This is an optimization exercise on Yosys and OpenROAD, whose aim is small area, a short achievable clock period and few clock cycles per item, not a production implementation. Where RTL was checked, it was by simulation tests only, not by an equivalence proof against the original. The RTL of run 5 was laid out without a check of its function. Power figures rest on the tool's default switching activity, not on a simulated workload.

<file path="design/flow/design.v">
`default_nettype none
module byte_stream_find_replace #(
  parameter int MAX_PATTERN     = 16,
  parameter int MAX_REPLACEMENT = 16
) (
  input  wire logic        clk,
  input  wire logic        rst_n,
  input  wire logic        cfg_we,
  input  wire logic [2:0]  cfg_index,
  input  wire logic [63:0] cfg_wdata,
  input  wire logic        in_tvalid,
  output logic             in_tready,
  input  wire logic [7:0]  in_tdata,
  input  wire logic        in_tlast,
  output logic             out_tvalid,
  input  wire logic        out_tready,
  output logic [7:0]       out_tdata,
  output logic             out_tuser,
  output logic             out_tlast
);
  localparam int DEPTH = 16;
  localparam int AW    = 4;
  logic         pzero_r;
  logic [3:0]   pm1_r;
  logic         rzero_r;
  logic [3:0]   rm1_r;
  logic [127:0] pat_r;
  logic [127:0] rep_r;
  logic [4:0]   wlen;
  logic         plen_we;
  assign wlen    = (cfg_wdata[4] && (cfg_wdata[3:0] != 4'd0)) ? 5'd16 : cfg_wdata[4:0];
  assign plen_we = cfg_we && (cfg_index == 3'd0);
  always_ff @(posedge clk) begin
    if (!rst_n) begin
      pzero_r <= 1'b1;
      pm1_r   <= '0;
      rzero_r <= 1'b1;
      rm1_r   <= '0;
      pat_r   <= '0;
      rep_r   <= '0;
    end else if (cfg_we) begin
      case (cfg_index)
        3'd0: begin pzero_r <= (wlen == 5'd0); pm1_r <= 4'(wlen - 5'd1); end
        3'd1: pat_r[63:0]   <= cfg_wdata;
        3'd2: pat_r[127:64] <= cfg_wdata;
        3'd3: begin rzero_r <= (wlen == 5'd0); rm1_r <= 4'(wlen - 5'd1); end
        3'd4: rep_r[63:0]   <= cfg_wdata;
        3'd5: rep_r[127:64] <= cfg_wdata;
        default: ;
      endcase
    end
  end
  logic        rdy_r;
  logic        v1_r;
  logic [7:0]  b1_r;
  logic        l1_r;
  logic [15:0] eq1_r;
  logic        eqp_r;
  logic [15:0] eq_in;
  logic        v1_nxt;
  always_comb begin
    for (int k = 0; k < 16; k++) begin
      eq_in[k] = (in_tdata == pat_r[8*k +: 8]);
    end
  end
  logic [15:0] pm_oh;
  logic [15:0] rm_oh;
  logic        eqp_in;
  always_comb begin
    for (int k = 0; k < 16; k++) begin
      pm_oh[k] = !pzero_r && (pm1_r == 4'(k));
      rm_oh[k] = (rm1_r == 4'(k));
    end
    eqp_in = |(eq_in & pm_oh);
  end
  assign in_tready = rdy_r;
  assign v1_nxt    = rdy_r ? in_tvalid : v1_r;
  always_ff @(posedge clk) begin
    if (!rst_n) begin
      v1_r <= 1'b0;
    end else begin
      v1_r <= v1_nxt;
    end
  end
  always_ff @(posedge clk) begin
    if (rdy_r) begin
      b1_r  <= in_tdata;
      l1_r  <= in_tlast;
      eq1_r <= eq_in;
      eqp_r <= eqp_in;
    end
  end
  logic [9:0]    mem_r [DEPTH];    
  logic [AW:0]   wr_ptr_r;
  logic [AW:0]   c_ptr_r;
  logic [AW:0]   rd_ptr_r;
  logic [AW:0]   wr_nxt;
  logic [AW:0]   c_nxt;
  logic [3:0]    w_r;
  logic [3:0]    w_nxt;
  logic [15:0]   d_r;
  logic [15:0]   d_new;
  logic [15:0]   d_nxt;
  logic          pfx_r;           
  logic          full_r;          
  logic          go;
  logic          match;
  logic          commit_all;
  logic          wr_rep;
  logic          nf_nxt;
  assign go         = v1_r && rdy_r;
  assign match      = pfx_r && eqp_r;
  assign commit_all = l1_r || pzero_r;
  assign wr_rep     = !rzero_r || l1_r;
  assign d_new      = {d_r[14:0], 1'b1} & eq1_r;
  always_comb begin
    wr_nxt = wr_ptr_r;
    c_nxt  = c_ptr_r;
    w_nxt  = w_r;
    d_nxt  = d_r;
    if (plen_we) begin
      wr_nxt = c_ptr_r;
      w_nxt  = '0;
      d_nxt  = '0;
    end else if (go) begin
      if (match) begin
        c_nxt  = c_ptr_r + (wr_rep ? 1'b1 : 1'b0);
        wr_nxt = c_ptr_r + (wr_rep ? 1'b1 : 1'b0);
        w_nxt  = '0;
        d_nxt  = '0;
      end else if (commit_all) begin
        c_nxt  = wr_ptr_r + 1'b1;
        wr_nxt = wr_ptr_r + 1'b1;
        w_nxt  = '0;
        d_nxt  = '0;
      end else if (full_r) begin
        c_nxt  = c_ptr_r + 1'b1;
        wr_nxt = wr_ptr_r + 1'b1;
        d_nxt  = d_new;
      end else begin
        wr_nxt = wr_ptr_r + 1'b1;
        w_nxt  = w_r + 1'b1;
        d_nxt  = d_new;
      end
    end
  end
  assign nf_nxt = !((wr_nxt[AW-1:0] == rd_ptr_r[AW-1:0]) && (wr_nxt[AW] != rd_ptr_r[AW]));
  always_ff @(posedge clk) begin
    if (!rst_n) begin
      rdy_r    <= 1'b1;
      wr_ptr_r <= '0;
      c_ptr_r  <= '0;
      w_r      <= '0;
      d_r      <= '0;
      pfx_r    <= 1'b0;
      full_r   <= 1'b0;
    end else begin
      rdy_r    <= !v1_nxt || nf_nxt;
      wr_ptr_r <= wr_nxt;
      c_ptr_r  <= c_nxt;
      w_r      <= w_nxt;
      d_r      <= d_nxt;
      pfx_r    <= |({d_nxt[14:0], 1'b1} & pm_oh);
      full_r   <= (w_nxt == pm1_r);
    end
  end
  always_ff @(posedge clk) begin
    for (int i = 0; i < DEPTH; i++) begin
      if (go && (match ? (wr_rep && (c_ptr_r[AW-1:0] == AW'(i)))
                       : (wr_ptr_r[AW-1:0] == AW'(i)))) begin
        mem_r[i] <= {match, l1_r, b1_r};
      end
    end
  end
  logic [9:0]  head;
  logic [7:0]  repb;
  logic        h_valid;
  logic        h_rep;
  logic        load;
  logic        step;
  logic        fin;
  logic [15:0] rd_oh_r;
  logic [15:0] ix_oh_r;
  logic [15:0] ix_oh_nxt;
  logic        idxl_r;             
  logic        ovalid_r;
  logic [7:0]  odata_r;
  logic        ouser_r;
  logic        olast_r;
  always_comb begin
    head = '0;
    repb = '0;
    for (int i = 0; i < DEPTH; i++) begin
      head = head | (mem_r[i] & {10{rd_oh_r[i]}});
      repb = repb | (rep_r[8*i +: 8] & {8{ix_oh_r[i]}});
    end
  end
  assign h_rep     = head[9];
  assign h_valid   = (rd_ptr_r != c_ptr_r);
  assign load      = !ovalid_r || out_tready;
  assign step      = load && h_valid;
  assign fin       = !h_rep || rzero_r || idxl_r;
  assign ix_oh_nxt = !step ? ix_oh_r : (fin ? 16'd1 : {ix_oh_r[14:0], 1'b0});
  always_ff @(posedge clk) begin
    if (!rst_n) begin
      ovalid_r <= 1'b0;
      rd_ptr_r <= '0;
      rd_oh_r  <= 16'd1;
      ix_oh_r  <= 16'd1;
      idxl_r   <= 1'b0;
    end else begin
      if (load) begin
        ovalid_r <= h_valid;
      end
      if (step && fin) begin
        rd_ptr_r <= rd_ptr_r + 1'b1;
        rd_oh_r  <= {rd_oh_r[14:0], rd_oh_r[15]};
      end
      ix_oh_r <= ix_oh_nxt;
      idxl_r  <= |(ix_oh_nxt & rm_oh);
    end
  end
  always_ff @(posedge clk) begin
    if (step) begin
      odata_r <= !h_rep ? head[7:0] : (rzero_r ? 8'd0 : repb);
      ouser_r <= !(h_rep && rzero_r);
      olast_r <= head[8] && fin;
    end
  end
  assign out_tvalid = ovalid_r;
  assign out_tdata  = odata_r;
  assign out_tuser  = ouser_r;
  assign out_tlast  = olast_r;
endmodule
`default_nettype wire
</file>
<file path="design/flow/run.sh">
#!/bin/bash
# synth_recipe.tcl (not shown) runs the flow's synth.tcl, then flattens the netlist and writes it again
# the make line also repeats each setting of config.mk as NAME=value (left out here)
make -C /OpenROAD-flow-scripts/flow DESIGN_CONFIG=/design/flow/config.mk WORK_HOME=/design/flow/orfs CLKGATE_MAP_FILE= SYNTH_SCRIPT=/design/flow/synth_recipe.tcl finish
</file>
<file path="design/flow/config.mk">
export PLATFORM = sky130hd
export DESIGN_NAME = byte_stream_find_replace
export DESIGN_NICKNAME = byte_stream_find_replace
export VERILOG_FILES = /design/flow/design.v
export SDC_FILE = /design/flow/constraint.sdc
export NUM_CORES = 4
export LEC_CHECK = 0
export CAP_MARGIN = 20
export CORE_MARGIN = 2
export CORE_UTILIZATION = 70
export SETUP_SLACK_MARGIN = 4.0
export SLEW_MARGIN = 20
</file>
<file path="design/flow/constraint.sdc">
create_clock -name core_clock -period 6.5 [get_ports {clk}]
set_input_delay 1.3000 -clock core_clock [delete_from_list [all_inputs] [get_ports {clk}]]
set_output_delay 1.3000 -clock core_clock [all_outputs]
set_load 0.01 [all_outputs]
</file>
==> impl_metrics.py, run 1 <==
metrics = {
    "run_status": {
        "result_of_the_run": "finished clean",
    },
    "setup_path": {
        "reg2reg_slack_ns": 4.05,
        "timing.critical_path.to": "rdy_r$_SDFF_PN1_",
        "timing.critical_path.fanout_max": 6,
        "setup.worst_path.end_class": "flop",
        "timing.rr.start": "l1_r$_DFFE_PP_",
        "worst-r2r-cell-count": 9,
        "regToRegEndpoint": "rdy_r$_SDFF_PN1_",
        "startpoint_type": "input port",
        "setup.worst_path.class": "input port to flop",
        "crit_arrival_ns": 2.99,
        "worst_setup_path_startpoint": "cfg_index[2]",
        "cp.required_ns": 6.92,
    },
    "synthesis": {
        "avgSynthCellArea_um2": 9.51,
        "share_of_yosys_cell_area_claimed_by_the_top_area_cell_type_pct": 30.2,
        "postSynthRegisterBits": 533,
        "synth_enable_flop_cells": 195,
        "synth.cells.most_frequent": "591 x nand2_1, 338 x dfxtp_1, 300 x a21oi_1, 195 x edfxtp_1, 149 x clkbuf_1",
        "yosys.cell_count.top_type": "nand2_1",
        "synthTopCellsByArea": "dfxtp_1 30%, edfxtp_1 26%, nand2_1 9.9%",
        "syn-num-nets": 2451,
        "synth_largest_area_cell": "dfxtp_1",
        "synthesis.area_mm2": 0.0224,
        "synth_sequential_area_ratio_pct": 56.3,
        "count_of_warnings_emitted_by_yosys": 2,
        "async_flop_share_pct": 0,
        "syn-instance-count": 2357,
        "synth_flop_cell": "dfxtp_1",
        "synthDistinctLibCells": 69,
    },
    "pwr": {
        "cellPowerDensity_mw_per_mm2": 297,
        "power.sequential.fraction_pct": 48.0,
        "total_power_mw": 7.80,
        "p_sw_mw": 2.03,
        "p_sw_share_pct": 26.0,
        "p_int_mw": 5.77,
        "combinational_cell_fraction_of_total_power_pct": 13.1,
        "max_rail_drop_vdd_mv": 0.255,
        "p_clk_share_pct": 38.9,
        "power.leakage_nw": 8.67,
    },
    "grt": {
        "grt_pass1_wl_mm": 111,
        "globalRoute.totalOverflow": 0,
        "grt_pass1_vias": 18600,
        "globalRouteTotalUtil_pct": 44.2,
        "antenna_found_initial": 1,
        "largest_net_degree_at_the_start_of_global_routing": 91,
    },
    "floorplanning": {
        "pin_count": 93,
        "fp.dieArea_mm2": 0.0335,
        "start_util_pct": 71.1,
        "die_width_um": 183,
        "placementRows": 65,
        "chipHeight_um": 183,
        "placeableCoreArea_mm2": 0.0316,
    },
    "job": {
        "max_capacitance_violation_count": 0,
    },
    "clock_tree": {
        "clock_sink_count": 533,
        "clock_buffer_depth": 3,
        "clk_root_buffer_cell": "clkbuf_16",
        "cts_tree": "built",
        "tritoncts_buffer_count": 51,
        "clk_latency_ns": 0.58,
        "clkSlewWorstSetupHoldPaths_ns": 0.06,
        "htree_num_levels": 2,
    },
    "detailed_routing": {
        "ant_nets": 0,
        "post_drt_wl_per_cell_um": 26.1,
        "post_drt_via_cell_ratio": 6.84,
        "detailed_route_wire_length_mm": 74.8,
        "drt_drc_violations_left": 0,
        "drtPass1Iterations": 7,
        "vias": 19600,
        "drt_iter0_markers": 3145,
    },
    "worst_hold_path": {
        "hp-class": "flop to flop",
        "worst_hold_path.num_cells": 2,
    },
    "timing": {
        "report.final.setup_viol": 0,
        "finalMaxSlewViolations": 0,
        "period_minus_slack_ns": 2.57,
        "slew_headroom_pct": 35.8,
        "timing.final.crit_share_pct": 39.5,
        "final.setup_skew_ns": 0.0260,
        "rsz0062_at_grt": "yes",
        "max_clock_freq_mhz": 390,
        "hold_ws_ns": 0.455,
        "timing.final.hold_violations": 0,
        "tightestPinTransition_ns": 0.961,
        "finalSetupTns_ns": 0,
    },
    "place": {
        "placed_area_mm2": 0.0235,
        "dp_hpwl_mm": 42.5,
        "dp_cells": 2707,
        "placement.io_buffers": 92,
        "gp_routability_congestion": 0.968,
    },
    "final_layout": {
        "finalNetCount": 2514,
        "area_delta_synth_final_pct": 17.1,
        "final_layout_size_suffix_gt1_share_pct": 11.0,
        "layoutNonFillerInstCount": 2865,
        "antenna-diode-count": 0,
        "final_area_mm2": 0.0263,
    },
}
-- what timing repair did --
item / 4_1_cts / 5_1_grt
gates resized for setup: 141 / 55
gates cloned: 14 / 1
buffers inserted: 42 / 5
endpoints found under the hold margin: 0 / 0
setup endpoints to repair: 461 / 190
hold buffers: 0 / 0
pin swaps: 12 / 16
-- metal layers --
| metal | GRT usage [%] | vias to the layer above | wire (µm) |
|---|---|---|---|
| li1 | - | 8432 | - |
| met1 | 54.7 | 9299 | 25600 |
| met2 | 69.5 | 1508 | 33700 |
| met3 | 8.48 | 345 | 9050 |
| met4 | 32.4 | 2 | 6520 |
| met5 | 0 | - | 13 |
-- how the worst min path moves through the flow --
stage	startpoint	end	slack, ns
floorplan	rep_r[102]$_SDFFE_PN0P_	rep_r[102]$_SDFFE_PN0P_	0.44
global placement	rep_r[71]$_SDFFE_PN0P_	rep_r[71]$_SDFFE_PN0P_	0.44
detailed placement	rep_r[24]$_SDFFE_PN0P_	rep_r[24]$_SDFFE_PN0P_	0.45
CTS	rep_r[59]$_SDFFE_PN0P_	rep_r[59]$_SDFFE_PN0P_	0.45
global route	rep_r[44]$_SDFFE_PN0P_	rep_r[44]$_SDFFE_PN0P_	0.47
finish	rep_r[59]$_SDFFE_PN0P_	rep_r[59]$_SDFFE_PN0P_	0.46
-- power by group through the flow --
| stage | Combinational, mW | Sequential (mW) | Clock [mW] |
|---|---|---|---|
| after global placement | 0.787 | 3.79 | 0 |
| after CTS | 0.969 | 3.73 | 3.03 |
| final | 1.02 | 3.74 | 3.03 |
| after global routing | 1.06 | 3.74 | 3.16 |
| after floorplan | 0.509 | 3.74 | 0 |
| after detailed placement | 0.802 | 3.80 | 0 |
-- sequential cells by signal, indices dropped and copies added, names as in the netlist, 4 cells and up --
| name | count |
|---|---|
| eq1_r | 15 |
| odata_r | 8 |
| wr_ptr_r | 5 |
| d_r | 15 |
| mem_r | 160 |
| c_ptr_r | 5 |
| rd_oh_r | 16 |
| ix_oh_r | 16 |
| rep_r | 128 |
| w_r | 4 |
| rm1_r | 4 |
| rd_ptr_r | 5 |
| b1_r | 8 |
| pat_r | 128 |
| pm1_r | 4 |
-- critical path, cell delays in order --
cell	delay, ns
buf_12	0.10
or4b_4	0.65
a221o_1	0.31
o21ai_1	0.08
nand4_1	0.12
a2111oi_2	0.29
nand4_1	0.13
-- placed cells by master (no fill, tap or decap), types with 9 or more instances in the layout --
cell and instances:
buf_2 13, a22o_1 26, ha_1 13, buf_12 16
edfxtp_1 195, nor3_1 15, xor2_1 15, a221oi_1 26
clkbuf_8 10, nand2_1 588, o31ai_1 10, nor2_1 100
a32oi_1 20, inv_1 13, clkbuf_16 54, nand4_1 46
clkdlybuf4s50_1 64, nand3_1 42, dfxtp_1 333, buf_4 59
a21oi_1 296, xnor2_1 134, clkbuf_1 14, clkinv_2 12
o21ai_0 30, nor2b_1 9, and2_1 9, a211oi_1 13
a22oi_1 117
-- area by class of cell --
type	instances	area, µm²
flip-flops and latches	533	12600
multi-input cells	1630	9280
fillers	1853	5300
repair buffers	185	2000
clock buffers	77	1520
well taps	402	503
clock inverters	19	209
inverters	16	93.8
repair inverters	3	22.5
-- through the flow --
stage          utilization [%]  setup slack [ns]
4_1_cts                   82.9              3.96
6_report                  83.2              3.93
5_1_grt                   83.2              3.88
3_3_place_gp              74.4              2.63
2_1_floorplan                -              3.60
3_5_place_dp              74.5              2.65
-- kinds of logic after synthesis --
group / after synthesis / share of synthesized area (%)
buf+inv: 195 / 3.51
compound gates: 581 / 16.4
simple gates: 867 / 16.3
xor+xnor: 156 / 6.09
fa+ha+maj: 13 / 0.726
mux: 12 / 0.765
flops: 533 / 56.3
Testbench counts, summed over its fixed seeds: cycles 95,180, items 28,800.
==> inputs of run 2 (changes only) <==
--- a/design/flow/config.mk
+++ b/design/flow/config.mk
@@ -9,4 +9,5 @@
 export CORE_MARGIN = 2
-export CORE_UTILIZATION = 70
+export CORE_UTILIZATION = 60
 export SETUP_SLACK_MARGIN = 4.0
 export SLEW_MARGIN = 20
+export TNS_END_PERCENT = 5
==> run 2 against run 1 <==
Effect of this change: still clean on timing, DRC and antenna; total power is 0.11% lower; cell count is 1.3% higher; synthesized cell count stayed put; first-iteration DRC count shrank 24%; critical path type unchanged; critical endpoint unchanged; largest power group unchanged; highest routed layer unchanged.
==> impl_metrics.py, run 2 <==
metrics = {
    "place": {
        "dp_cells": 2771,
        "dp_hpwl_mm": 45.3,
        "placement.io_buffers": 92,
        "placed_area_mm2": 0.0235,
        "gp_routability_congestion": 0.926,
    },
    "synthesis": {
        "async_flop_share_pct": 0,
        "synth_sequential_area_ratio_pct": 56.3,
        "synthesis.area_mm2": 0.0224,
        "avgSynthCellArea_um2": 9.51,
        "synth_enable_flop_cells": 195,
        "syn-num-nets": 2451,
        "synthTopCellsByArea": "dfxtp_1 30%, edfxtp_1 26%, nand2_1 9.9%",
        "share_of_yosys_cell_area_claimed_by_the_top_area_cell_type_pct": 30.2,
        "postSynthRegisterBits": 533,
        "synthDistinctLibCells": 69,
        "yosys.cell_count.top_type": "nand2_1",
        "synth_largest_area_cell": "dfxtp_1",
        "synth.cells.most_frequent": "591 x nand2_1, 338 x dfxtp_1, 300 x a21oi_1, 195 x edfxtp_1, 149 x clkbuf_1",
        "count_of_warnings_emitted_by_yosys": 2,
        "synth_flop_cell": "dfxtp_1",
        "syn-instance-count": 2357,
    },
    "detailed_routing": {
        "drtPass1Iterations": 6,
        "post_drt_wl_per_cell_um": 25.7,
        "ant_nets": 0,
        "drt_iter0_markers": 2393,
        "post_drt_via_cell_ratio": 6.50,
        "drt_drc_violations_left": 0,
        "detailed_route_wire_length_mm": 74.6,
        "vias": 18900,
    },
    "grt": {
        "largest_net_degree_at_the_start_of_global_routing": 135,
        "antenna_found_initial": 3,
        "globalRoute.totalOverflow": 0,
        "grt_pass1_wl_mm": 110,
        "globalRouteTotalUtil_pct": 38.3,
        "grt_pass1_vias": 17900,
    },
    "pwr": {
        "power.leakage_nw": 8.39,
        "p_clk_share_pct": 39.6,
        "p_sw_mw": 2.04,
        "combinational_cell_fraction_of_total_power_pct": 12.5,
        "p_int_mw": 5.74,
        "cellPowerDensity_mw_per_mm2": 301,
        "p_sw_share_pct": 26.2,
        "max_rail_drop_vdd_mv": 0.205,
        "power.sequential.fraction_pct": 47.9,
        "total_power_mw": 7.79,
    },
    "final_layout": {
        "most_common_cell_after_layout_fill_and_taps_aside": "nand2_1",
        "max_flop_register": "mem_r",
        "largest_register_ff_count": 160,
        "final_area_mm2": 0.0259,
        "highest_count_cells_in_the_layout_ignoring_fill_and_taps": "589 x nand2_1, 335 x dfxtp_1, 300 x a21oi_1, 195 x edfxtp_1, 140 x xnor2_1",
        "registers_with_the_most_flip_flops": "mem_r x160, pat_r x128, rep_r x128",
        "layoutNonFillerInstCount": 2903,
        "final_layout_size_suffix_gt1_share_pct": 8.80,
        "finalNetCount": 2483,
        "area_delta_synth_final_pct": 15.4,
    },
    "clock_tree": {
        "clk_latency_ns": 0.60,
        "clk_root_buffer_cell": "clkbuf_16",
        "htree_num_levels": 2,
        "tritoncts_buffer_count": 53,
        "clock_buffer_depth": 3,
        "ctsHoldBuffers": 0,
        "clkSlewWorstSetupHoldPaths_ns": 0.07,
        "clock_sink_count": 533,
        "cts_tree": "built",
    },
    "setup_path": {
        "delay_heaviest_family_cp": "simple AND/OR/NAND/NOR gates",
        "worst_path_cell_trace": "buf_4, or4b_4, a221o_1, o21ai_1, nand4_1, a2111oi_2, nand4_1",
        "cp.required_ns": 6.98,
        "reg2reg_slack_ns": 3.99,
        "setup.worst_path.end_class": "flop",
        "timing.critical_path.fanout_max": 12,
        "crit_arrival_ns": 3.05,
        "critPathMaxStageDelay_ns": 0.63,
        "crit_slowest_cell": "or4b_4",
        "cpMostUsedCell": "nand4_1",
        "critPathBufInv": 1,
        "setup.worst_path.class": "input port to flop",
        "startpoint_type": "input port",
    },
    "floorplanning": {
        "start_util_pct": 61.1,
        "pin_count": 93,
        "chipHeight_um": 197,
        "fp.dieArea_mm2": 0.0389,
        "die_width_um": 197,
        "placementRows": 70,
        "placeableCoreArea_mm2": 0.0367,
    },
    "timing": {
        "rsz0062_at_grt": "yes",
        "report.final.setup_viol": 0,
        "timing.final.crit_share_pct": 39.6,
        "period_minus_slack_ns": 2.57,
        "final.setup_skew_ns": 0.0165,
        "finalMaxSlewViolations": 0,
        "hold_ws_ns": 0.454,
        "slew_headroom_pct": 31.6,
        "finalSetupTns_ns": 0,
        "max_clock_freq_mhz": 388,
        "timing.final.hold_violations": 0,
        "tightestPinTransition_ns": 1.02,
    },
    "run_status": {
        "result_of_the_run": "finished clean",
    },
    "worst_hold_path": {
        "hp-class": "flop to flop",
    },
    "job": {
        "max_capacitance_violation_count": 0,
    },
}
[run 2: cell type report]
type,instances,area [µm²]
flip-flops and latches,533,12600
clock buffers,74,1530
repair buffers,151,1610
inverters,16,93.8
well taps,468,586
multi-input cells,1631,9180
diodes,2,5.00
fillers,2853,10800
repair inverters,3,22.5
clock inverters,25,226
[run 2: metrics by stage]
step	utilization [%]	worst slack, ns
5_1_grt	70.5	3.92
6_report	70.5	3.93
3_3_place_gp	64.1	2.57
4_1_cts	70.0	3.79
2_1_floorplan	-	3.59
3_5_place_dp	64.1	2.56
[run 2: final timing paths]
path | start | to | depth (start not counted)
max | cfg_index[0] | rdy_r$_SDFF_PN1_ | 7
min reg2reg | rep_r[56]$_SDFFE_PN0P_ | rep_r[56]$_SDFFE_PN0P_ | 2
max reg2reg | rd_oh_r[4]$_SDFFE_PN0P_ | rd_oh_r[15]$_SDFFE_PN0P_ | 8
min | rep_r[56]$_SDFFE_PN0P_ | rep_r[56]$_SDFFE_PN0P_ | 2
[run 2: what timing repair did]
action | in CTS | in global routing
hold endpoints to repair | 0 | 0
buffers inserted | 11 | 8
cloned | 10 | 2
endpoints found under the setup margin | 475 | 330
pin swaps | 2 | 5
resized for setup | 96 | 47
[run 2: routing by layer]
metal | routed length [µm] | track usage (%)
met3 | 8100 | 6.80
met1 | 28200 | 50.2
met2 | 34300 | 61.8
met4 | 3970 | 18.3
met5 | 13 | 0
[run 2: cells by family (layout without fill, tap and decap cells)]
family / count (synthesis) / count (layout) / synth area share (%)
AND/OR/NAND/NOR: 867 / 869 / 16.3
AO/OA/AOI/OAI: 581 / 581 / 16.4
flip-flops: 533 / 533 / 56.3
buffers and inverters: 195 / 269 / 3.51
XOR/XNOR: 156 / 156 / 6.09
adder cells (fa/ha/maj): 13 / 13 / 0.726
multiplexers: 12 / 12 / 0.765
other: 0 / 2 / 0
[run 2: tightest hold or removal path: cells and delay by family, from the launching register on]
kind            cells  cell delay, ns
flops               1            0.31
compound gates      1            0.05
simple gates        1            0.05
[run 2: power groups by stage]
stage	clock, mW	combinational [mW]	sequential (mW)
after detailed placement	0	0.819	3.80
after global routing	3.23	1.03	3.74
after floorplan	0	0.494	3.74
final	3.09	0.972	3.73
after global placement	0	0.809	3.80
after CTS	3.10	0.882	3.73
==> inputs of run 3 (changes only) <==
--- a/design/flow/config.mk
+++ b/design/flow/config.mk
@@ -12,2 +12 @@
 export SLEW_MARGIN = 20
-export TNS_END_PERCENT = 5
==> run 3 against run 2 <==
Effect of this change: still clean; synthesized cell count did not move; combinational power rose by 0.7%; core utilization rose by 1.5 points; sequential cell count did not move; maximum frequency rose by 2.3%.
==> impl_metrics.py, run 3 <==
metrics = {
    "detailed_routing": {
        "post_drt_wl_per_cell_um": 25.5,
        "vias": 18900,
        "post_drt_via_cell_ratio": 6.41,
        "drtPass1Iterations": 6,
        "ant_nets": 0,
        "drt_iter0_markers": 2267,
        "detailed_route_wire_length_mm": 75.1,
        "drt_drc_violations_left": 0,
    },
    "floorplanning": {
        "placementRows": 70,
        "fp.dieArea_mm2": 0.0389,
        "pin_count": 93,
        "start_util_pct": 61.1,
        "die_width_um": 197,
        "placeableCoreArea_mm2": 0.0367,
        "chipHeight_um": 197,
    },
    "final_layout": {
        "registers_with_the_most_flip_flops": "mem_r x160, pat_r x128, rep_r x128",
        "layout.filler_cells": 2800,
        "multi_input_area_mm2": 0.00927,
        "highest_count_cells_in_the_layout_ignoring_fill_and_taps": "589 x nand2_1, 333 x dfxtp_1, 300 x a21oi_1, 195 x edfxtp_1, 137 x xnor2_1",
        "postLayoutCoreUtil_pct": 72.0,
        "max_flop_register": "mem_r",
        "area_delta_synth_final_pct": 17.8,
        "finalNetCount": 2527,
        "layoutNonFillerInstCount": 2945,
        "final-seq-area_mm2": 0.0126,
        "most_common_cell_after_layout_fill_and_taps_aside": "nand2_1",
        "antenna-diode-count": 0,
        "largest_register_ff_count": 160,
        "final_layout_size_suffix_gt1_share_pct": 11.5,
    },
    "timing": {
        "final.setup_skew_ns": 0.0190,
        "max_clock_freq_mhz": 397,
        "timing.final.hold_violations": 0,
        "slew_headroom_pct": 33.9,
        "tightestPinTransition_ns": 0.986,
        "period_minus_slack_ns": 2.52,
        "finalSetupTns_ns": 0,
        "finalMaxSlewViolations": 0,
        "rsz0062_at_grt": "yes",
        "timing.final.crit_share_pct": 38.7,
        "report.final.setup_viol": 0,
        "hold_ws_ns": 0.453,
    },
    "pwr": {
        "p_int_mw": 5.80,
        "p_sw_mw": 2.03,
        "power.sequential.fraction_pct": 47.7,
        "combinational_cell_fraction_of_total_power_pct": 12.5,
        "p_clk_share_pct": 39.7,
        "p_sw_share_pct": 26.0,
        "cellPowerDensity_mw_per_mm2": 296,
        "power.leakage_nw": 8.71,
        "total_power_mw": 7.83,
        "max_rail_drop_vdd_mv": 0.217,
    },
    "synthesis": {
        "synthDistinctLibCells": 69,
        "synth.cells.most_frequent": "591 x nand2_1, 338 x dfxtp_1, 300 x a21oi_1, 195 x edfxtp_1, 149 x clkbuf_1",
        "avgSynthCellArea_um2": 9.51,
        "yosys.cell_count.top_type": "nand2_1",
        "synth_sequential_area_ratio_pct": 56.3,
        "syn-num-nets": 2451,
        "async_flop_share_pct": 0,
        "synth_enable_flop_cells": 195,
        "syn-instance-count": 2357,
        "count_of_warnings_emitted_by_yosys": 2,
        "postSynthRegisterBits": 533,
        "share_of_yosys_cell_area_claimed_by_the_top_area_cell_type_pct": 30.2,
        "synthTopCellsByArea": "dfxtp_1 30%, edfxtp_1 26%, nand2_1 9.9%",
        "synth_flop_cell": "dfxtp_1",
        "synthesis.area_mm2": 0.0224,
        "synth_largest_area_cell": "dfxtp_1",
    },
    "grt": {
        "grt_pass1_vias": 18000,
        "largest_net_degree_at_the_start_of_global_routing": 86,
        "grt_pass1_wl_mm": 111,
        "globalRouteTotalUtil_pct": 38.6,
        "antenna_found_initial": 2,
        "globalRoute.totalOverflow": 0,
    },
    "clock_tree": {
        "clkSlewWorstSetupHoldPaths_ns": 0.06,
        "clk_root_buffer_cell": "clkbuf_16",
        "ctsHoldBuffers": 0,
        "htree_num_levels": 2,
        "clock_sink_count": 533,
        "cts_tree": "built",
        "tritoncts_buffer_count": 53,
        "clock_buffer_depth": 3,
        "clk_latency_ns": 0.60,
    },
    "place": {
        "gp_routability_congestion": 0.928,
        "dp_hpwl_mm": 44.0,
        "dp_cells": 2776,
        "placement.io_buffers": 92,
    },
    "run_status": {
        "result_of_the_run": "finished clean",
    },
    "setup_path": {
        "cp.required_ns": 6.90,
        "startpoint_type": "input port",
        "delay_heaviest_family_cp": "compound AO/OA/AOI/OAI gates",
        "worst_path_cell_trace": "buf_2, buf_12, xnor2_1, nand4_1, nor2_2, a221oi_1, a221o_1, o211ai_1",
        "setup.worst_path.end_class": "flop",
        "timing.critical_path.fanout_max": 8,
        "critPathMaxStageDelay_ns": 0.42,
        "crit_slowest_cell": "a221o_1",
        "setup.worst_path.class": "input port to flop",
        "crit_arrival_ns": 2.91,
        "critPathBufInv": 2,
    },
    "worst_hold_path": {
        "hp-class": "flop to flop",
    },
    "job": {
        "max_capacitance_violation_count": 0,
    },
}
run 3: cell types whose count changed in the layout (fill, tap and decap cells not counted), sizes merged, moves of 2 or more:
cell | before | now
inv | 20 | 16
clkinvlp | 8 | 4
clkbuf | 81 | 78
buf | 59 | 119
dlygate4sd2 | 4 | 1
diode | 2 | 0
clkinv | 12 | 17
bufinv | 4 | 6
clkdlybuf4s15 | 11 | 3
run 3: cell families (layout without fill, tap and decap cells):
kind of cell | count (synthesis) | in the layout | synth area share (%)
and+or+nand+nor | 867 | 868 | 16.3
AOI/OAI and AO/OA | 581 | 582 | 16.4
DFF | 533 | 533 | 56.3
buffers and inverters | 195 | 313 | 3.51
xor gates and xnor gates | 156 | 156 | 6.09
adders and majority gates | 13 | 13 | 0.726
muxes | 12 | 12 | 0.765
run 3: stage by stage:
stage / worst slack [ns] / cell area [µm²]
finish: 3.98 / 26400
global route: 3.96 / 26400
CTS: 3.99 / 26300
detailed placement: 2.63 / 23600
global placement: 2.71 / 23600
floorplan: 3.60 / 22700
run 3: worst reg2reg max path: stages (launching register included):
cell and delay (ns):
dfxtp_1 0.47, ha_1 0.34, a21boi_0 0.65, a22oi_1 0.20
nor2_1 0.15, buf_4 0.26
run 3: routing by layer:
layer | share of wire (%) | vias up | global-route usage (%)
met5 | 0.017 | - | 0
met4 | 5.9 | 2 | 21.3
li1 | - | 8457 | -
met1 | 37 | 9145 | 49.6
met3 | 9.9 | 185 | 7.63
met2 | 47 | 1086 | 61.6
run 3: worst paths after layout:
| path | startpoint | end | slack (ns) | depth (start not counted) |
|---|---|---|---|---|
| max | in_tdata[2] | eqp_r$_DFFE_PP_ | 3.98 | 8 |
| min | rep_r[94]$_SDFFE_PN0P_ | rep_r[94]$_SDFFE_PN0P_ | 0.45 | 2 |
| max reg2reg | wr_ptr_r[0]$_SDFF_PN0_ | mem_r[15][7]$_DFFE_PP_ | 4.12 | 5 |
| min reg2reg | rep_r[94]$_SDFFE_PN0P_ | rep_r[94]$_SDFFE_PN0P_ | 0.45 | 2 |
run 3: power groups by stage:
stage	Combinational (mW)	Clock (mW)	Sequential, mW
2_1_floorplan	0.509	0	3.74
3_3_place_gp	0.797	0	3.80
3_5_place_dp	0.807	0	3.81
4_1_cts	0.934	3.13	3.73
5_1_grt	1.04	3.25	3.75
6_report	0.979	3.11	3.74
run 3: cell type report:
| class | instances | area share, % |
|---|---|---|
| clock buffer | 74 | 5.74 |
| clock inverter | 25 | 0.971 |
| inverter | 16 | 0.355 |
| multi-input combinational | 1631 | 35.1 |
| sequential | 533 | 47.8 |
| tap | 468 | 2.22 |
| timing repair buffer | 196 | 7.75 |
| timing repair inverter | 2 | 0.0521 |
run 3: timing repair:
| action | 4_1_cts | 5_1_grt |
|---|---|---|
| cloned | 13 | 2 |
| endpoints found under the setup margin | 425 | 107 |
| buffers inserted | 48 | 7 |
| pin swaps | 22 | 14 |
| gates resized for setup | 169 | 44 |
==> inputs of run 4 (changes only) <==
--- a/design/flow/config.mk
+++ b/design/flow/config.mk
@@ -10,2 +10,4 @@
 export CORE_UTILIZATION = 60
+export CTS_BUF_LIST = sky130_fd_sc_hd__clkbuf_8
+export CTS_CLUSTER_SIZE = 20
 export SETUP_SLACK_MARGIN = 4.0
==> run 4 against run 3 <==
Effect of this change: register-to-register slack got worse by 0.04 ns; non-clock buffer count decreased by 18; clock skew increased by 0.023 ns; cell count increased by 1.3%; count of clock-buffer cells in the layout increased by 27; largest cell class unchanged; routed wire length decreased by 0.30%; sequential cell count unchanged; design area decreased by 0.96%; still clean; sequential share of layout area increased by 0.48 points; area after synthesis unchanged.
==> impl_metrics.py, run 4 <==
metrics = {
    "synthesis": {
        "avgSynthCellArea_um2": 9.51,
        "synthDistinctLibCells": 69,
        "synth_enable_flop_cells": 195,
        "async_flop_share_pct": 0,
        "count_of_warnings_emitted_by_yosys": 2,
        "synthTopCellsByArea": "dfxtp_1 30%, edfxtp_1 26%, nand2_1 9.9%",
        "syn-num-nets": 2451,
        "postSynthRegisterBits": 533,
        "synth_flop_cell": "dfxtp_1",
        "syn-instance-count": 2357,
        "synth.cells.most_frequent": "591 x nand2_1, 338 x dfxtp_1, 300 x a21oi_1, 195 x edfxtp_1, 149 x clkbuf_1",
        "synth_sequential_area_ratio_pct": 56.3,
        "synth_largest_area_cell": "dfxtp_1",
        "share_of_yosys_cell_area_claimed_by_the_top_area_cell_type_pct": 30.2,
        "synthesis.area_mm2": 0.0224,
        "yosys.cell_count.top_type": "nand2_1",
    },
    "timing": {
        "finalMaxSlewViolations": 0,
        "period_minus_slack_ns": 2.54,
        "finalWorstSetupSlack_ns": 3.96,
        "finalSetupTns_ns": 0,
        "final.setup_skew_ns": 0.0416,
        "report.final.setup_viol": 0,
        "slew_headroom_pct": 33.2,
        "rsz0062_at_grt": "yes",
        "timing.final.hold_violations": 0,
        "tightestPinTransition_ns": 0.996,
        "max_clock_freq_mhz": 393,
        "timing.final.crit_share_pct": 39.1,
    },
    "final_layout": {
        "final_layout_size_suffix_gt1_share_pct": 12.0,
        "area_delta_synth_final_pct": 16.7,
        "max_flop_register": "mem_r",
        "finalNetCount": 2540,
        "registers_with_the_most_flip_flops": "mem_r x160, pat_r x128, rep_r x128",
        "highest_count_cells_in_the_layout_ignoring_fill_and_taps": "588 x nand2_1, 329 x dfxtp_1, 300 x a21oi_1, 195 x edfxtp_1, 136 x xnor2_1",
        "largest_register_ff_count": 160,
        "most_common_cell_after_layout_fill_and_taps_aside": "nand2_1",
    },
    "worst_hold_path": {
        "hp-class": "flop to flop",
        "worst_hold_path.num_cells": 2,
        "hold_start": "rep_r[122]$_SDFFE_PN0P_",
        "hold-path-endpoint": "rep_r[122]$_SDFFE_PN0P_",
    },
    "floorplanning": {
        "placementRows": 70,
        "placeableCoreArea_mm2": 0.0367,
        "fp.dieArea_mm2": 0.0389,
        "pin_count": 93,
        "start_util_pct": 61.1,
        "chipHeight_um": 197,
        "die_width_um": 197,
    },
    "detailed_routing": {
        "drt_drc_violations_left": 0,
        "post_drt_wl_per_cell_um": 25.1,
        "detailed_route_wire_length_mm": 74.9,
        "vias": 19000,
        "ant_nets": 0,
        "drtPass1Iterations": 6,
        "post_drt_via_cell_ratio": 6.38,
        "drt_iter0_markers": 2206,
    },
    "pwr": {
        "power.sequential.fraction_pct": 49.6,
        "total_power_mw": 7.53,
        "p_clk_share_pct": 37.5,
        "p_int_mw": 5.46,
        "p_sw_mw": 2.07,
        "combinational_cell_fraction_of_total_power_pct": 12.9,
        "max_rail_drop_vdd_mv": 0.182,
        "cellPowerDensity_mw_per_mm2": 288,
        "power.leakage_nw": 8.72,
        "p_sw_share_pct": 27.4,
    },
    "setup_path": {
        "setup.worst_path.class": "flop to output pin",
        "reg2reg_slack_ns": 4.08,
        "worst_path_cell_trace": "buf_2",
        "timing.rr.start": "rd_oh_r[14]$_SDFFE_PN0P_",
        "critPathBufInv": 1,
        "crit_slowest_cell": "edfxtp_1",
        "cp.required_ns": 5.20,
        "regToRegEndpoint": "idxl_r$_SDFF_PN0_",
        "worst-r2r-cell-count": 8,
        "timing.critical_path.fanout_max": 1,
        "delay_heaviest_family_cp": "flip-flops",
        "startpoint_type": "flop",
        "crit_arrival_ns": 1.24,
        "critPathMaxStageDelay_ns": 0.43,
        "setup.worst_path.end_class": "output pin",
    },
    "clock_tree": {
        "cts_tree": "built",
        "clk_root_buffer_cell": "clkbuf_8",
        "tritoncts_buffer_count": 84,
        "clk_latency_ns": 0.66,
        "clock_buffer_depth": 3,
        "clock_sink_count": 533,
        "htree_num_levels": 3,
        "clkSlewWorstSetupHoldPaths_ns": 0.07,
    },
    "grt": {
        "largest_net_degree_at_the_start_of_global_routing": 86,
        "grt_pass1_vias": 18100,
        "globalRouteTotalUtil_pct": 38.7,
        "antenna_found_initial": 2,
        "globalRoute.totalOverflow": 0,
        "grt_pass1_wl_mm": 111,
    },
    "place": {
        "placement.io_buffers": 92,
        "detailedPlace.worstSlack_ns": 2.63,
        "gp_routability_congestion": 0.928,
        "dp_hpwl_mm": 44.0,
    },
    "job": {
        "max_capacitance_violation_count": 0,
    },
    "run_status": {
        "result_of_the_run": "finished clean",
    },
}
==> run 4: layer usage <==
| metal | vias up | wire length, µm | track usage, % |
|---|---|---|---|
| li1 | 8486 | - | - |
| met1 | 9194 | 28300 | 49.8 |
| met2 | 1121 | 34100 | 60.4 |
| met3 | 227 | 7390 | 7.58 |
| met4 | 4 | 5110 | 24.1 |
| met5 | - | 23 | 0 |
==> run 4: cell families after synthesis <==
family | Yosys count | synth area share, %
simple gates | 867 | 16.3
compound gates | 581 | 16.4
flops | 533 | 56.3
buf+inv | 195 | 3.51
xor+xnor | 156 | 6.09
fa+ha+maj | 13 | 0.726
mux | 12 | 0.765
==> run 4: worst max path at each step <==
stage	to	cells past startpoint	slack [ns]	startpoint
floorplan	rdy_r$_SDFF_PN1_	7	3.60	cfg_index[1]
global placement	ix_oh_r[5]$_SDFF_PN0_	4	2.71	rst_n
detailed placement	rep_r[76]$_SDFFE_PN0P_	4	2.63	rst_n
CTS	out_tdata[1]	1	3.95	odata_r[1]$_DFFE_PP_
global route	rdy_r$_SDFF_PN1_	7	3.90	cfg_index[1]
finish	out_tdata[1]	1	3.96	odata_r[1]$_DFFE_PP_
==> run 4: what timing repair did <==
action,CTS,global route
cloned,15,0
hold buffers,0,0
buffers inserted,36,1
pin swaps,7,10
endpoints found under the setup margin,412,116
gates resized for setup,146,41
==> run 4: cell type report <==
cell class              instances  area [µm²]
diodes                          1        2.50
clock buffers                 101        1390
clock inverters                54         292
fillers                      2876       10500
inverters                      16        93.8
multi-input cells            1631        9250
flip-flops and latches        533       12600
well taps                     468         586
repair buffers                178        1900
repair inverters                2        13.8
==> run 4: power by group through the flow <==
stage / Clock (mW) / Sequential, mW / Combinational (mW)
after detailed placement: 0 / 3.81 / 0.807
final: 2.82 / 3.74 / 0.969
after floorplan: 0 / 3.74 / 0.509
after global routing: 2.99 / 3.75 / 1.02
after CTS: 2.84 / 3.73 / 0.937
after global placement: 0 / 3.80 / 0.797
==> run 4: through the flow <==
step	utilization, %	hold WS [ns]	instance area [µm²]	cells
global route	71.3	0.466	26200	2983
floorplan	-	0.436	22700	2357
CTS	71.2	0.454	26100	2982
finish	71.3	0.455	26200	2984
detailed placement	64.3	0.446	23600	2776
global placement	64.3	0.441	23600	2776
==> inputs of run 5 (changes only) <==
--- a/design/flow/design.v
+++ b/design/flow/design.v
@@ -56,5 +56,4 @@
   logic        l1_r;
-  logic [15:0] eq1_r;
-  logic        eqp_r;
-  logic [15:0] eq_in;
+  logic [15:0] eq1;
+  logic        eqp;
   logic        v1_nxt;
@@ -62,3 +61,3 @@
     for (int k = 0; k < 16; k++) begin
-      eq_in[k] = (in_tdata == pat_r[8*k +: 8]);
+      eq1[k] = (b1_r == pat_r[8*k +: 8]);
     end
@@ -67,3 +66,2 @@
   logic [15:0] rm_oh;
-  logic        eqp_in;
   always_comb begin
@@ -73,3 +71,3 @@
     end
-    eqp_in = |(eq_in & pm_oh);
+    eqp = |(eq1 & pm_oh);
   end
@@ -88,4 +86,2 @@
       l1_r  <= in_tlast;
-      eq1_r <= eq_in;
-      eqp_r <= eqp_in;
     end
@@ -111,6 +107,6 @@
   assign go         = v1_r && rdy_r;
-  assign match      = pfx_r && eqp_r;
+  assign match      = pfx_r && eqp;
   assign commit_all = l1_r || pzero_r;
   assign wr_rep     = !rzero_r || l1_r;
-  assign d_new      = {d_r[14:0], 1'b1} & eq1_r;
+  assign d_new      = {d_r[14:0], 1'b1} & eq1;
   always_comb begin
--- a/design/flow/config.mk
+++ b/design/flow/config.mk
@@ -10,4 +10,2 @@
 export CORE_UTILIZATION = 60
-export CTS_BUF_LIST = sky130_fd_sc_hd__clkbuf_8
-export CTS_CLUSTER_SIZE = 20
 export SETUP_SLACK_MARGIN = 4.0
==> run 5 against run 4 <==
Effect of this change: register-to-register slack got worse by 1.2 ns; sequential cell count fell by 16; sequential share of layout area fell by 4.3 points; critical path type is now flop to flop.
==> impl_metrics.py, run 5 <==
metrics = {
    "synthesis": {
        "avgSynthCellArea_um2": 9.44,
        "async_flop_share_pct": 0,
        "synth_sequential_area_ratio_pct": 54.9,
        "postSynthRegisterBits": 517,
        "synth_flop_cell": "dfxtp_1",
        "synth.cells.most_frequent": "572 x nand2_1, 338 x dfxtp_1, 280 x a21oi_1, 179 x edfxtp_1, 146 x clkbuf_1",
        "share_of_yosys_cell_area_claimed_by_the_top_area_cell_type_pct": 30.6,
        "syn-instance-count": 2343,
        "synth_enable_flop_cells": 179,
        "synthDistinctLibCells": 69,
        "count_of_warnings_emitted_by_yosys": 2,
        "yosys.cell_count.top_type": "nand2_1",
        "syn-num-nets": 2437,
        "synth_largest_area_cell": "dfxtp_1",
        "synthTopCellsByArea": "dfxtp_1 31%, edfxtp_1 24%, nand2_1 9.7%",
        "synthesis.area_mm2": 0.0221,
    },
    "floorplanning": {
        "placementRows": 70,
        "start_util_pct": 60.7,
        "chipHeight_um": 196,
        "die_width_um": 196,
        "pin_count": 93,
        "fp.dieArea_mm2": 0.0384,
        "placeableCoreArea_mm2": 0.0364,
    },
    "timing": {
        "timing.final.crit_share_pct": 55.7,
        "final.setup_skew_ns": 0.0170,
        "report.final.setup_viol": 0,
        "finalSetupTns_ns": 0,
        "finalMaxSlewViolations": 0,
        "rsz0062_at_grt": "yes",
        "timing.final.hold_violations": 0,
        "period_minus_slack_ns": 3.62,
        "slew_headroom_pct": 40.4,
        "max_clock_freq_mhz": 276,
        "tightestPinTransition_ns": 0.893,
    },
    "setup_path": {
        "reg2reg_slack_ns": 2.88,
        "crit_arrival_ns": 4.09,
        "timing.critical_path.to": "rdy_r$_SDFF_PN1_",
        "setup.worst_path.class": "flop to flop",
        "worst-r2r-cell-count": 14,
        "timing.rr.start": "b1_r[0]$_DFFE_PP_",
        "worst_setup_path_startpoint": "b1_r[0]$_DFFE_PP_",
        "setup.worst_path.end_class": "flop",
        "cp.required_ns": 6.97,
        "startpoint_type": "flop",
        "timing.critical_path.fanout_max": 6,
        "regToRegEndpoint": "rdy_r$_SDFF_PN1_",
    },
    "final_layout": {
        "finalNetCount": 2596,
        "largest_register_ff_count": 160,
        "layout.filler_cells": 2443,
        "antenna-diode-count": 0,
        "most_common_cell_after_layout_fill_and_taps_aside": "nand2_1",
        "postLayoutCoreUtil_pct": 76.3,
        "final_layout_size_suffix_gt1_share_pct": 17.5,
        "highest_count_cells_in_the_layout_ignoring_fill_and_taps": "565 x nand2_1, 307 x dfxtp_1, 273 x a21oi_1, 179 x edfxtp_1, 100 x a22oi_1",
        "area_delta_synth_final_pct": 25.7,
        "max_flop_register": "mem_r",
        "final_area_mm2": 0.0278,
        "registers_with_the_most_flip_flops": "mem_r x160, pat_r x128, rep_r x128",
        "layoutNonFillerInstCount": 3011,
    },
    "grt": {
        "antenna_found_initial": 0,
        "largest_net_degree_at_the_start_of_global_routing": 122,
        "grt_pass1_vias": 18800,
        "grt_pass1_wl_mm": 116,
        "globalRoute.totalOverflow": 0,
        "globalRouteTotalUtil_pct": 40.5,
    },
    "pwr": {
        "total_power_mw": 7.86,
        "p_sw_mw": 2.12,
        "power.sequential.fraction_pct": 45.7,
        "power.leakage_nw": 9.57,
        "cellPowerDensity_mw_per_mm2": 283,
        "p_int_mw": 5.73,
        "p_sw_share_pct": 27.0,
        "max_rail_drop_vdd_mv": 0.213,
        "combinational_cell_fraction_of_total_power_pct": 15.7,
        "p_clk_share_pct": 38.6,
    },
    "detailed_routing": {
        "vias": 19700,
        "post_drt_wl_per_cell_um": 26.8,
        "drt_iter0_markers": 2341,
        "post_drt_via_cell_ratio": 6.54,
        "ant_nets": 0,
        "drtPass1Iterations": 9,
        "detailed_route_wire_length_mm": 80.7,
        "drt_drc_violations_left": 0,
    },
    "clock_tree": {
        "clk_latency_ns": 0.61,
        "ctsHoldBuffers": 0,
        "clock_buffer_depth": 3,
        "tritoncts_buffer_count": 52,
        "clk_root_buffer_cell": "clkbuf_16",
        "clkSlewWorstSetupHoldPaths_ns": 0.06,
        "htree_num_levels": 2,
        "clock_sink_count": 517,
        "cts_tree": "built",
    },
    "place": {
        "placement.io_buffers": 92,
        "placed_area_mm2": 0.0234,
        "dp_hpwl_mm": 46.7,
        "dp_cells": 2760,
        "gp_routability_congestion": 0.919,
    },
    "run_status": {
        "result_of_the_run": "finished clean",
    },
    "worst_hold_path": {
        "hp-class": "flop to flop",
    },
    "job": {
        "max_capacitance_violation_count": 0,
    },
}
[run 5: how the worst min path moves through the flow]
stage	cells past startpoint	start	endpoint	slack, ns
after global routing	2	rep_r[41]$_SDFFE_PN0P_	rep_r[41]$_SDFFE_PN0P_	0.47
after global placement	2	rep_r[82]$_SDFFE_PN0P_	rep_r[82]$_SDFFE_PN0P_	0.44
after detailed placement	2	rep_r[106]$_SDFFE_PN0P_	rep_r[106]$_SDFFE_PN0P_	0.45
final	2	rep_r[118]$_SDFFE_PN0P_	rep_r[118]$_SDFFE_PN0P_	0.46
after CTS	2	rep_r[118]$_SDFFE_PN0P_	rep_r[118]$_SDFFE_PN0P_	0.45
after floorplan	2	rep_r[100]$_SDFFE_PN0P_	rep_r[100]$_SDFFE_PN0P_	0.44
[run 5: per-stage QoR]
| step | hold slack (ns) | setup WS (ns) |
|---|---|---|
| 3_3_place_gp | 0.441 | 1.96 |
| 5_1_grt | 0.468 | 2.80 |
| 6_report | 0.455 | 2.88 |
| 4_1_cts | 0.454 | 3.20 |
| 3_5_place_dp | 0.446 | 1.88 |
| 2_1_floorplan | 0.436 | 3.31 |
[run 5: timing repair]
action | in CTS | in global routing
setup endpoints to repair | 534 | 505
pin swaps | 57 | 41
resized for setup | 242 | 78
buffers inserted | 108 | 30
cloned | 13 | 5
[run 5: cell families after synthesis]
group	after synthesis	share of synthesized area (%)
simple gates	878	16.9
compound gates	562	16.1
xor+xnor	152	6.02
buf+inv	188	3.76
fa+ha+maj	13	0.735
flops	517	54.9
mux	33	1.56
[run 5: power by group through the flow]
stage | Clock [mW] | Combinational [mW] | Sequential (mW)
final | 3.03 | 1.23 | 3.59
after global placement | 0 | 0.866 | 3.67
after CTS | 3.03 | 1.10 | 3.59
after detailed placement | 0 | 0.874 | 3.68
after floorplan | 0 | 0.567 | 3.61
after global routing | 3.17 | 1.29 | 3.60
[run 5: per-layer routing]
metal / vias up / wire length (µm) / track usage [%]
li1: 8583 / - / -
met1: 9421 / 28800 / 50.6
met2: 1381 / 37600 / 65.5
met3: 310 / 8410 / 6.72
met4: 0 / 5910 / 26.7
met5: - / 0 / 0
[run 5: cell type report]
cell class                      instances  area [µm²]  area share (%)
Sequential cell                       517       12200            44.0
Multi-Input combinational cell       1642       10000            36.2
Timing Repair Buffer                  272        3120            11.2
Clock buffer                           83        1540            5.54
Tap cell                              468         586            2.11
Clock inverter                         12         170           0.612
Inverter                               15        80.1           0.288
Timing Repair inverter                  2        25.0          0.0900
[run 5: worst max-delay path: stages, from the launching register on]
cell and delay (ns):
edfxtp_1 0.52, buf_6 0.20, xor2_4 0.17, nor4_4 0.07
and3_1 0.19, a211o_1 0.29, or4_4 0.60, o21ai_4 0.20
buf_12 0.17, inv_8 0.05, buf_4 0.14, mux2i_4 0.19
o211a_1 0.23, nor4_1 0.31, o211ai_1 0.14
==> inputs of run 6 (changes only) <==
--- a/design/flow/design.v
+++ b/design/flow/design.v
@@ -56,4 +56,5 @@
   logic        l1_r;
-  logic [15:0] eq1;
-  logic        eqp;
+  logic [15:0] eq1_r;
+  logic        eqp_r;
+  logic [15:0] eq_in;
   logic        v1_nxt;
@@ -61,3 +62,3 @@
     for (int k = 0; k < 16; k++) begin
-      eq1[k] = (b1_r == pat_r[8*k +: 8]);
+      eq_in[k] = (in_tdata == pat_r[8*k +: 8]);
     end
@@ -66,2 +67,3 @@
   logic [15:0] rm_oh;
+  logic        eqp_in;
   always_comb begin
@@ -71,3 +73,3 @@
     end
-    eqp = |(eq1 & pm_oh);
+    eqp_in = |(eq_in & pm_oh);
   end
@@ -86,2 +88,4 @@
       l1_r  <= in_tlast;
+      eq1_r <= eq_in;
+      eqp_r <= eqp_in;
     end
@@ -107,6 +111,6 @@
   assign go         = v1_r && rdy_r;
-  assign match      = pfx_r && eqp;
+  assign match      = pfx_r && eqp_r;
   assign commit_all = l1_r || pzero_r;
   assign wr_rep     = !rzero_r || l1_r;
-  assign d_new      = {d_r[14:0], 1'b1} & eq1;
+  assign d_new      = {d_r[14:0], 1'b1} & eq1_r;
   always_comb begin
==> design/flow/flow/run.sh (new file) <==
#!/bin/bash
# Standard layout, with two changes: the clock tree uses no dummy loads, and
# ports are buffered with buf_2 cells. The make output goes to make.log here;
# each ORFS step keeps its own log under orfs/logs.
set -euo pipefail
export CTS_ARGS="-sink_clustering_enable -repair_clock_nets -dont_use_dummy_load"
export BUFFER_PORTS_ARGS="-buffer_cell sky130_fd_sc_hd__buf_2"
bash standard.sh finish > make.log 2>&1
==> design/flow/standard.sh (new file) <==
#!/bin/bash
# synth_recipe.tcl (not shown) runs the flow's synth.tcl, then flattens the netlist and writes it again
# the make line also repeats each setting of config.mk as NAME=value (left out here)
make -C /OpenROAD-flow-scripts/flow DESIGN_CONFIG=/design/flow/config.mk WORK_HOME=/design/flow/orfs CLKGATE_MAP_FILE= SYNTH_SCRIPT=/design/flow/synth_recipe.tcl "${@:-finish}"
removed: design/flow/run.sh
==> run 6 against run 5 <==
Effect of this change: die area up 1.3%; register-to-register slack better by 1.2 ns; core utilization down 8.6 points; global-route usage down 3.9 points; design area down 11%; combinational power down 31%; critical path depth down 7; non-clock buffer count down 126; still clean; routed wire length down 12%; largest power group unchanged.
==> impl_metrics.py, run 6 <==
metrics = {
    "run_status": {
        "result_of_the_run": "finished clean",
    },
    "grt": {
        "grt_pass1_vias": 17300,
        "globalRoute.totalOverflow": 0,
        "globalRouteTotalUtil_pct": 36.6,
        "largest_net_degree_at_the_start_of_global_routing": 162,
        "antenna_found_initial": 1,
        "grt_pass1_wl_mm": 106,
    },
    "pwr": {
        "total_power_mw": 7.18,
        "max_rail_drop_vdd_mv": 0.206,
        "power.leakage_nw": 8.08,
        "cellPowerDensity_mw_per_mm2": 289,
    },
    "synthesis": {
        "synthDistinctLibCells": 69,
        "syn-num-nets": 2451,
        "synth_sequential_area_ratio_pct": 56.3,
        "synth_enable_flop_cells": 195,
        "yosys.cell_count.top_type": "nand2_1",
        "synth.cells.most_frequent": "591 x nand2_1, 338 x dfxtp_1, 300 x a21oi_1, 195 x edfxtp_1, 149 x clkbuf_1",
        "async_flop_share_pct": 0,
        "synth_largest_area_cell": "dfxtp_1",
        "syn-instance-count": 2357,
        "synthTopCellsByArea": "dfxtp_1 30%, edfxtp_1 26%, nand2_1 9.9%",
        "share_of_yosys_cell_area_claimed_by_the_top_area_cell_type_pct": 30.2,
        "synth_flop_cell": "dfxtp_1",
        "synthesis.area_mm2": 0.0224,
        "postSynthRegisterBits": 533,
        "avgSynthCellArea_um2": 9.51,
        "count_of_warnings_emitted_by_yosys": 2,
    },
    "clock_tree": {
        "clk_root_buffer_cell": "clkbuf_16",
        "clock_sink_count": 533,
        "cts_tree": "built",
        "htree_num_levels": 2,
        "ctsHoldBuffers": 0,
        "clkSlewWorstSetupHoldPaths_ns": 0.06,
        "clock_buffer_depth": 3,
        "clk_latency_ns": 0.60,
        "tritoncts_buffer_count": 53,
    },
    "detailed_routing": {
        "post_drt_via_cell_ratio": 6.41,
        "drtPass1Iterations": 5,
        "drt_iter0_markers": 2079,
        "post_drt_wl_per_cell_um": 25.0,
        "vias": 18300,
        "detailed_route_wire_length_mm": 71.3,
        "drt_drc_violations_left": 0,
        "ant_nets": 0,
    },
    "timing": {
        "final.setup_skew_ns": 0.0446,
        "report.final.setup_viol": 0,
        "max_clock_freq_mhz": 403,
        "slew_headroom_pct": 37.5,
        "finalSetupTns_ns": 0,
        "tightestPinTransition_ns": 0.936,
        "timing.final.crit_share_pct": 38.1,
        "finalMaxSlewViolations": 0,
        "rsz0062_at_grt": "yes",
        "timing.final.hold_violations": 0,
        "period_minus_slack_ns": 2.48,
        "hold_ws_ns": 0.454,
    },
    "final_layout": {
        "final_layout_size_suffix_gt1_share_pct": 10.6,
        "layoutNonFillerInstCount": 2848,
        "area_delta_synth_final_pct": 10.8,
        "postLayoutCoreUtil_pct": 67.7,
        "most_common_cell_after_layout_fill_and_taps_aside": "nand2_1",
        "largest_register_ff_count": 160,
        "finalNetCount": 2475,
        "highest_count_cells_in_the_layout_ignoring_fill_and_taps": "589 x nand2_1, 334 x dfxtp_1, 300 x a21oi_1, 195 x edfxtp_1, 137 x xnor2_1",
        "registers_with_the_most_flip_flops": "mem_r x160, pat_r x128, rep_r x128",
        "max_flop_register": "mem_r",
    },
    "setup_path": {
        "setup.worst_path.end_class": "flop",
        "crit_arrival_ns": 2.91,
        "timing.critical_path.fanout_max": 5,
        "timing.rr.start": "rd_oh_r[0]$_SDFFE_PN1P_",
        "setup.worst_path.class": "input port to flop",
        "cp.required_ns": 6.93,
        "worst_setup_path_startpoint": "cfg_we",
        "startpoint_type": "input port",
    },
    "floorplanning": {
        "placeableCoreArea_mm2": 0.0367,
        "pin_count": 93,
        "start_util_pct": 61.1,
        "placementRows": 70,
        "die_width_um": 197,
        "fp.dieArea_mm2": 0.0389,
        "chipHeight_um": 197,
    },
    "worst_hold_path": {
        "hold_start": "rep_r[116]$_SDFFE_PN0P_",
        "hp-class": "flop to flop",
    },
    "place": {
        "placement.io_buffers": 92,
        "dp_cells": 2773,
        "gp_routability_congestion": 0.920,
        "dp_hpwl_mm": 44.7,
    },
    "job": {
        "max_capacitance_violation_count": 0,
    },
}
run 6: cell types whose count changed after synthesis, sizes merged, moves of 13 or more:
cell | before | now
a22oi | 102 | 117
a21oi | 280 | 301
mux2i | 31 | 7
a32oi | 2 | 20
edfxtp | 179 | 195
nand4 | 33 | 46
xor2 | 86 | 16
xnor2 | 66 | 140
nor4 | 25 | 7
nand2 | 573 | 591
run 6: cell type report:
type / count / area [µm²]
diodes: 1 / 2.50
clock buffers: 53 / 1330
fillers: 3005 / 11900
inverters: 16 / 80.1
multi-input cells: 1630 / 9200
flip-flops and latches: 533 / 12600
well taps: 468 / 586
repair buffers: 146 / 1010
repair inverters: 1 / 5.00
run 6: power by group:
part           total, mW  switching [mW]  internal [mW]
combinational      0.850           0.555          0.295
sequential          3.74           0.140           3.60
clock               2.60            1.17           1.42
total               7.18            1.87           5.31
run 6: logic make-up after synthesis:
group / synth area share [%]
adder cells (fa/ha/maj): 0.726
buffers and inverters: 3.51
XOR/XNOR: 6.09
AND/OR/NAND/NOR: 16.3
flip-flops: 56.3
AO/OA/AOI/OAI: 16.4
multiplexers: 0.765
run 6: worst max-delay path, stage by stage:
cell and delay [ns]:
buf_2 0.16, or4b_4 0.57, a221o_1 0.28, o21ai_1 0.07
nand4_1 0.10, a2111oi_2 0.29, nand4_1 0.12
run 6: path summary, 6_finish.rpt:
| kind | end | slack (ns) | cells past startpoint |
|---|---|---|---|
| worst max-delay path | rdy_r$_SDFF_PN1_ | 4.02 | 7 |
| worst min-delay path | rep_r[116]$_SDFFE_PN0P_ | 0.45 | 2 |
| worst max register to register | rd_ptr_r[4]$_SDFFE_PN0P_ | 4.11 | 7 |
| worst min register to register | rep_r[116]$_SDFFE_PN0P_ | 0.45 | 2 |
run 6: layer usage:
metal	part of all wire [%]	GRT usage (%)
met1	39	48.3
met3	8.6	5.28
met5	0	0
met2	46	59.0
met4	5.7	19.4
run 6: per-stage QoR:
stage                     area [µm²]  worst slack [ns]
after CTS                      24700              4.02
after global routing           24800              3.94
after global placement         23100              3.15
after detailed placement       23100              3.10
after floorplan                22700              3.60
final                          24800              4.02
run 6: timing repair:
item / CTS / global route
pin swaps: 6 / 4
cloned: 3 / 1
endpoints found under the hold margin: 0 / 0
endpoints found under the setup margin: 135 / 143
gates resized for setup: 33 / 21
buffers inserted: 11 / 6
Testbench counts of run 6, summed over its fixed seeds: cycles 95,180, items 28,800.

-- static timing again, ports no longer ideal --
In the flow no input, the clock included, has a driving cell. The finished layouts below were timed again as built, in two steps.
Step 1 sets driving cells, clkbuf_16 on the clock port and buf_2 on the other inputs (assumed; they add their load-dependent delay and slew).
Step 2 also shifts input and output timing later by t, the mid clock arrival at the registers, as if the neighbouring blocks saw the same clock.
Slacks: no drivers / after step 1 / after step 2; pairs: no drivers / after step 1.
run	t (ns)	setup slack, ns	worst slew at a driven data input, ns
run 1	0.623	3.933 / 3.939 / 3.316	0.09
run 2	0.651	3.926 / 3.887 / 3.251	0.11
run 3	0.647	3.984 / 3.955 / 3.333	0.13
run 4	0.694	3.957 / 3.905 / 3.259	0.10
run 5	0.663	2.882 / 2.882 / 2.726	0.09
run 6	0.637	4.021 / 3.987 / 3.381	0.13
After both steps setup and hold are still met in every run listed. For run 4, which loses most, drivers alone change the setup slack by -0.052 ns; drivers and shift together by -0.698 ns.
